Context: an optimization exercise on an open-source flow, tuned for small area, a short achievable clock period and few clock cycles. The choices shown serve that exercise and are no tape-out recipe.
Function was checked by simulation only, so behaviour that the tests miss may differ from the original.
No activity file was given, so power comes from the tool's default toggle rates.

Design row_accum_top, start of the top module:
module row_accum_top (
    input  logic                 clk,
    input  logic                 rst_n,
    input  logic                 in_valid,
    output logic                 in_ready,
    input  row_accum_pkg::val_t  in_val,
    input  row_accum_pkg::row_t  in_row,
    input  row_accum_pkg::col_t  in_col,
    input  logic                 in_last,
    output logic                 out_valid,
    input  logic                 out_ready,
    output row_accum_pkg::val_t  out_val,
    output row_accum_pkg::col_t  out_col,
    output logic                 out_last,
    output logic                 row_done
);
    localparam int NCOL = row_accum_pkg::NCOL;
    localparam int VW   = row_accum_pkg::VAL_W;
    localparam int NQ   = 3;    
    localparam int NSD  = 3;    
    typedef logic [NCOL-1:0]     bmap_t;
    typedef row_accum_pkg::col_t col_t;
    typedef row_accum_pkg::val_t val_t;
    val_t mem [NCOL];
    logic                first_q;
    row_accum_pkg::row_t cur_row_q;
    logic                busy_q;    
    logic                acc;
    logic                in_new;    
    logic                in_chg;    
    assign in_ready = !busy_q;
    assign acc      = in_valid && !busy_q;
    assign in_new   = first_q || (in_row != cur_row_q);
    assign in_chg   = !first_q && (in_row != cur_row_q);
    always_ff @(posedge clk or negedge rst_n) begin
        if (!rst_n) begin
            first_q <= 1'b1;
        end else if (acc) begin
            first_q <= in_last;
        end
    end
    always_ff @(posedge clk) begin
        if (acc) begin
            cur_row_q <= in_row;
        end
    end
    logic   a_v, a_last, a_new, a_chg;
    col_t   a_col;
    bmap_t  a_oh;                     
    val_t   a_val;
  ...
For scale: ~4900 cells after synthesis, roughly 99 I/O pins, ~68000 sq um of cells after synthesis.
export LEC_CHECK = 0
export ABC_CLOCK_PERIOD_IN_PS = 3500
export CAP_MARGIN = 20
export CELL_PAD_IN_SITES_DETAIL_PLACEMENT = 1
export CELL_PAD_IN_SITES_GLOBAL_PLACEMENT = 2
export CORE_MARGIN = 2
export CORE_UTILIZATION = 45
export CTS_CLUSTER_DIAMETER = 80
export CTS_CLUSTER_SIZE = 22
export PLACE_DENSITY = 0.55
export SETUP_SLACK_MARGIN = 5
export SLEW_MARGIN = 20
create_clock -name core_clock -period 10.0 [get_ports {clk}]
standard.sh (not shown) runs the stock make flow with config.mk's settings and CLKGATE_MAP_FILE= SYNTH_SCRIPT=/design/flow/synth_recipe.tcl, a recipe that flattens the netlist after the stock synthesis.
==> flow/flow/run.sh <==
#!/bin/bash
set -euo pipefail
bash standard.sh SETUP_SLACK_MARGIN=6.4 finish > make_finish.log 2>&1
The starting point completed with no timing, DRC or antenna violations.
Testbench counts at the start, summed over its fixed seeds: cycles 12,303.
Rerun with:
--- a/flow/design.v
+++ b/flow/design.v
@@ -37,28 +37,28 @@
 );
     localparam int NCOL = row_accum_pkg::NCOL;
     localparam int VW   = row_accum_pkg::VAL_W;
     localparam int NQ   = 3;    
     localparam int NSD  = 3;    
     typedef logic [NCOL-1:0]     bmap_t;
     typedef row_accum_pkg::col_t col_t;
     typedef row_accum_pkg::val_t val_t;
     val_t mem [NCOL];
     logic                first_q;
     row_accum_pkg::row_t cur_row_q;
-    logic                busy_q;    
+    logic                rdy_q;
     logic                acc;
     logic                in_new;    
     logic                in_chg;    
-    assign in_ready = !busy_q;
-    assign acc      = in_valid && !busy_q;
+    assign in_ready = rdy_q;
+    assign acc      = in_valid && rdy_q;
     assign in_new   = first_q || (in_row != cur_row_q);
     assign in_chg   = !first_q && (in_row != cur_row_q);
     always_ff @(posedge clk or negedge rst_n) begin
         if (!rst_n) begin
             first_q <= 1'b1;
         end else if (acc) begin
             first_q <= in_last;
         end
     end
     always_ff @(posedge clk) begin
         if (acc) begin
@@ -136,31 +136,31 @@
     assign lock_a    = (|(ml & a_oh)) || (push_now && ((|(bm_open & a_oh)) || b_hit));
     assign stall_a   = (lock_a && !(sd_any_free && !sd_has_a)) ||
                        (a_chg && !qsp1_q) ||
                        (a_last && (push_now ? !qsp2_q : !qsp1_q));
     assign adv_a     = a_v && !stall_a;
     assign a_free    = !a_v || adv_a;
     assign move_a    = adv_a && lock_a;
     always_ff @(posedge clk or negedge rst_n) begin
         if (!rst_n) begin
             a_v   <= 1'b0;
             s_v   <= 1'b0;
-            busy_q <= 1'b0;
+            rdy_q <= 1'b1;
         end else begin
             if (a_free) begin
                 a_v   <= s_v || acc;
                 s_v   <= s_v && acc;
-                busy_q <= s_v && acc;
+                rdy_q <= !(s_v && acc);
             end else begin
                 s_v   <= s_v || acc;
-                busy_q <= s_v || acc;
+                rdy_q <= !(s_v || acc);
             end
         end
     end
     always_ff @(posedge clk) begin
         if (a_free) begin
             if (s_v) begin
                 a_col <= s_col; a_oh <= dec_s; a_val <= s_val; a_last <= s_last;
                 a_new <= s_new; a_chg <= s_chg;
             end else begin
                 a_col <= in_col; a_oh <= dec_in; a_val <= in_val; a_last <= in_last;
                 a_new <= in_new; a_chg <= in_chg;
Result: Core utilization came out lower by 0.24 points; clock-buffer cell count came out higher by 5; cell area came out lower by 0.36%; routed wire length came out lower by 1.3%; sequential power came out higher by about 6%; hold slack gets worse by 0.023 ns; combinational power came out higher by about 10%; synthesized area hardly moves; clock power came out higher by about 4%; via count hardly moves; clock skew came out higher by 0.015 ns; maximum frequency came out higher by 0.48%; flip-flop and latch count came out higher by 1; non-clock buffer count came out lower by 31.
Testbench counts after the change, summed over its fixed seeds: cycles 12,303.

Setup of AL:
RTL: one of the versions met above, not the one the previous note started from.
For scale: roughly 1600 flip-flops, about 68000 um2 of cells after synthesis.
Settings: LEC_CHECK=0, ABC_CLOCK_PERIOD_IN_PS=3500, CAP_MARGIN=20, CELL_PAD_IN_SITES_DETAIL_PLACEMENT=1, CELL_PAD_IN_SITES_GLOBAL_PLACEMENT=2, CORE_MARGIN=2, CORE_UTILIZATION=45, CTS_CLUSTER_DIAMETER=80, CTS_CLUSTER_SIZE=22, PLACE_DENSITY=0.55, SETUP_SLACK_MARGIN=5, SLEW_MARGIN=20; clock period 10.0 ns.
==> flow/flow/run.sh <==
#!/bin/bash
set -euo pipefail
bash standard.sh SETUP_SLACK_MARGIN=6.5 finish > make_finish.log 2>&1
Testbench counts of AL, summed over its fixed seeds: cycles 12,303.
Relative to AL, the following input files were edited for TR:
diff --git a/flow/design.v b/flow/design.v
--- a/flow/design.v
+++ b/flow/design.v
@@ -40,22 +40,22 @@
     localparam int NQ   = 3;    
     localparam int NSD  = 3;    
     typedef logic [NCOL-1:0]     bmap_t;
     typedef row_accum_pkg::col_t col_t;
     typedef row_accum_pkg::val_t val_t;
     val_t mem [NCOL];
     logic                first_q;
     row_accum_pkg::row_t cur_row_q;
-    logic                rdy_q;
+    logic                busy_q;    
     logic                acc;
     logic                in_new;    
     logic                in_chg;    
-    assign in_ready = rdy_q;
-    assign acc      = in_valid && rdy_q;
+    assign in_ready = !busy_q;
+    assign acc      = in_valid && !busy_q;
     assign in_new   = first_q || (in_row != cur_row_q);
     assign in_chg   = !first_q && (in_row != cur_row_q);
     always_ff @(posedge clk or negedge rst_n) begin
         if (!rst_n) begin
             first_q <= 1'b1;
         end else if (acc) begin
             first_q <= in_last;
         end
@@ -139,25 +139,25 @@
                        (a_last && (push_now ? !qsp2_q : !qsp1_q));
     assign adv_a     = a_v && !stall_a;
     assign a_free    = !a_v || adv_a;
     assign move_a    = adv_a && lock_a;
     always_ff @(posedge clk or negedge rst_n) begin
         if (!rst_n) begin
             a_v   <= 1'b0;
             s_v   <= 1'b0;
-            rdy_q <= 1'b1;
+            busy_q <= 1'b0;
         end else begin
             if (a_free) begin
                 a_v   <= s_v || acc;
                 s_v   <= s_v && acc;
-                rdy_q <= !(s_v && acc);
+                busy_q <= s_v && acc;
             end else begin
                 s_v   <= s_v || acc;
-                rdy_q <= !(s_v || acc);
+                busy_q <= s_v || acc;
             end
         end
     end
     always_ff @(posedge clk) begin
         if (a_free) begin
             if (s_v) begin
                 a_col <= s_col; a_oh <= dec_s; a_val <= s_val; a_last <= s_last;
                 a_new <= s_new; a_chg <= s_chg;
==> comparison <==
Post-synthesis to final-layout area growth delta for TR relative to AL: 0.38 points higher. TR finished every step from synthesis to the final layout, and the layout passed the timing, DRC and antenna checks. AL: no failed stages, no open violations at the end. For the post-CTS setup-driven buffer insertion count, TR came in about 7% higher than AL did. When the final numbers for AL and TR were put side by side, the pin slew with the least headroom to its limit turned out to be smaller in TR. Changes observed in TR relative to AL: wire length of the first global-routing pass ~0 delta; core utilization moved up; cell count barely changed; register area stayed essentially flat. Setup slack deteriorates in TR relative to AL. Synthesized cell count delta (TR -> AL): insignificant.
Testbench counts of TR, summed over its fixed seeds: cycles 12,303.

what the ideal ports hide:
The flow's constraints put no driver on any port. The routed layouts listed below were extracted and timed again, unchanged, in two steps.
Step 1, drivers: a clkbuf_16 drives clk and a buf_2 each remaining input, both assumed.
Step 2 also shifts input and output timing later by t, the mid clock arrival at the registers, as if the neighbouring blocks saw the same clock.
Three values: no drivers, after step 1, after step 2; two values: the first two.
run	shift t [ns]	setup WS [ns]	worst setup path after step 2	pins driven straight from the clock port
the first run of note 1	0.846	6.267 / 6.267 / 5.665	input to register	1
the second run of note 1	0.871	6.285 / 6.285 / 5.715	input to register	1
AL	0.855	6.493 / 6.411 / 5.817	input to register	1
TR	0.851	6.358 / 6.358 / 5.817	input to register	1
After both steps every run listed still meets setup and hold. The setup slack of AL, which loses most, moves by -0.082 ns with the drivers and by -0.676 ns with both steps.
